This design comes from an exercise in tuning for small area, a short achievable clock period and few clock cycles on the open sky130 flow, not from production work. In this exercise RTL edits were held to simulation tests only and were not proved equivalent to the original. Power figures rest on the tool's default switching activity, not on a simulated workload.

## rsa_modexp
module rsa_modexp
#(
  parameter  int W   = 32,
  localparam int OPW = 2 * W
) (
  input  logic           clk,
  input  logic           rst_n,
  input  logic           start,
  input  logic [OPW-1:0] n,
  input  logic [OPW-1:0] exp,
  input  logic [OPW-1:0] msg,
  output logic [OPW-1:0] result,
  output logic           busy,
  output logic           done,
  output logic           err
);
Size: roughly 4300 cells after synthesis, ~470 flip-flops.
==> flow/config.mk <==
export PLATFORM = sky130hd
export DESIGN_NAME = rsa_modexp
export DESIGN_NICKNAME = rsa_modexp
export VERILOG_FILES = /design/flow/design.v
export SDC_FILE = /design/flow/constraint.sdc
export NUM_CORES = 4
export LEC_CHECK = 0
export CAP_MARGIN = 20
export CORE_MARGIN = 2
export CORE_UTILIZATION = 65
export SLEW_MARGIN = 20
==> flow/constraint.sdc <==
create_clock -name core_clock -period 10.5 [get_ports {clk}]
set_input_delay 2.1000 -clock core_clock [delete_from_list [all_inputs] [get_ports {clk}]]
set_output_delay 2.1000 -clock core_clock [all_outputs]
set_load 0.01 [all_outputs]
standard.sh (not shown) runs the stock make flow with config.mk's settings and CLKGATE_MAP_FILE= SYNTH_SCRIPT=/design/flow/synth_recipe.tcl, a recipe that flattens the netlist after the stock synthesis.
==> flow/flow/run.sh <==
#!/bin/bash
# Standard ORFS layout (the standard.sh: its synthesis, SDC and clock
# period unchanged) with a larger setup repair margin, so that repair_timing
# aims for a shorter achieved period, and with buf_2 cells as the port
# buffers (every input and output port still gets one). make's full output
# goes to flow_make.log; ORFS keeps each step's log under orfs/logs.
set -euo pipefail
bash standard.sh SETUP_SLACK_MARGIN=6 "BUFFER_PORTS_ARGS=-buffer_cell sky130_fd_sc_hd__buf_2" finish > flow_make.log 2>&1
Testbench counts at the start, summed over its fixed seeds: cycles 96,602.
Change:
--- a/flow/design.v
+++ b/flow/design.v
@@ -37,15 +37,16 @@
   localparam int S_FIX   = 7;
   localparam int S_FBS   = 8;
   localparam int S_FBA   = 9;
   localparam int S_FBB   = 10;
   localparam int S_FBC   = 11;
   localparam int S_FBD   = 12;
   localparam int S_FBP   = 13;
-  localparam int NS      = 14;
+  localparam int S_FIX2  = 14;
+  localparam int NS      = 15;
   localparam logic [1:0] OP_SQR = 2'd0;
   localparam logic [1:0] OP_MUL = 2'd1;
   localparam logic [1:0] OP_FIN = 2'd2;
   logic [NS-1:0]  r_st;
   logic           r_busy;
   logic           r_done;
   logic           r_err;
@@ -215,15 +216,15 @@
       default: mm_next_d = '0;
     endcase
   end
   assign nx_d = (r_op == OP_SQR) ? chunk(ya, nidx) : chunk(ym, nidx);
   logic r_ezero, r_nsmall;
   wire e_zero  = r_ezero;
   wire n_small = r_nsmall;
-  wire a_eq_n  = (r_a == {1'b0, r_n});
+  logic r_eq;                   
   always_comb begin
     logic [AW-1:0] newa;
     logic          pick;
     w_st      = '0;
     w_busy    = r_busy;
     w_done    = 1'b0;
     w_err     = r_err;
@@ -309,16 +310,17 @@
         w_cnt      = '0;
         clr        = 1'b1;
         w_st[S_MM] = 1'b1;
       end else begin
         pick = 1'b1;
       end
     end
-    if (r_st[S_FIX]) begin
-      if (a_eq_n) w_a = '0;
+    if (r_st[S_FIX]) w_st[S_FIX2] = 1'b1;
+    if (r_st[S_FIX2]) begin
+      if (r_eq) w_a = '0;
       w_st[S_IDLE] = 1'b1;
       w_busy       = 1'b0;
       w_done       = 1'b1;
     end
     if (r_st[S_FBS]) begin
       w_s         = '0;
       w_d         = (r_op == OP_SQR) ? chunk(ya, 7'(FBT)) : chunk(ym, 7'(FBT));
@@ -450,14 +452,15 @@
     r_bc      <= w_bc;
     r_op      <= w_op;
     r_mulpend <= w_mulpend;
     r_lead    <= w_lead;
     r_sub     <= w_sub;
     r_ge      <= cpa_sum[XW];
     r_ezero   <= (r_e == '0);
+    r_eq      <= (r_a == {1'b0, r_n});
     r_nsmall  <= (r_n[OPW-1:1] == '0);
     if (r_st[S_CHK2]) begin
       r_mq <= neg_inv(r_n[K-1:0]);
       for (int i = 0; i < 4; i++)
         r_qp[2*i +: 2] <= 2'(((((i * 32'(neg_inv(r_n[K-1:0]))) % 4) * 32'(neg_inv(r_n[K-1:0]))) % 16) >> 2);
     end
   end
- synthesized cell count went down by 0.78%
- critical path depth went down by 1
- via count went down by 0.57%
- utilization went up by 0.18 points
- worst hold slack loses 0.0067 ns
- area after synthesis went down by 0.59%
- setup slack loses 0.087 ns
- fmax went down by 1.9%
- power went up by 0.58%
Testbench counts after the change, summed over its fixed seeds: cycles 96,666.

re-timing with driven ports:
In the flow no input, the clock included, has a driving cell. The finished layouts below were timed again as built, in two steps.
Step 1: set_driving_cell puts a clkbuf_16 on clk and a buf_2 on each other input, an assumption about the parent block.
Step 2 moves the port delays by t, midway between the first and last clock arrival at a register: inputs arrive t later, outputs are due t later. That takes back most of the time a late clock gives input paths.
a / b / c = ideal / step 1 / step 2; a / b = the first two.
run	t, ns	setup slack, ns	worst setup path at the end	slew at the worst register clock pin (ns)	worst data-port slew with drivers (ns)
the first run	0.699	6.045 / 6.045 / 6.045	register to register	0.07 / 0.07	0.07
the second run	0.703	5.958 / 5.958 / 5.958	register to register	0.07 / 0.07	0.05
After both steps every run listed still meets setup and hold.
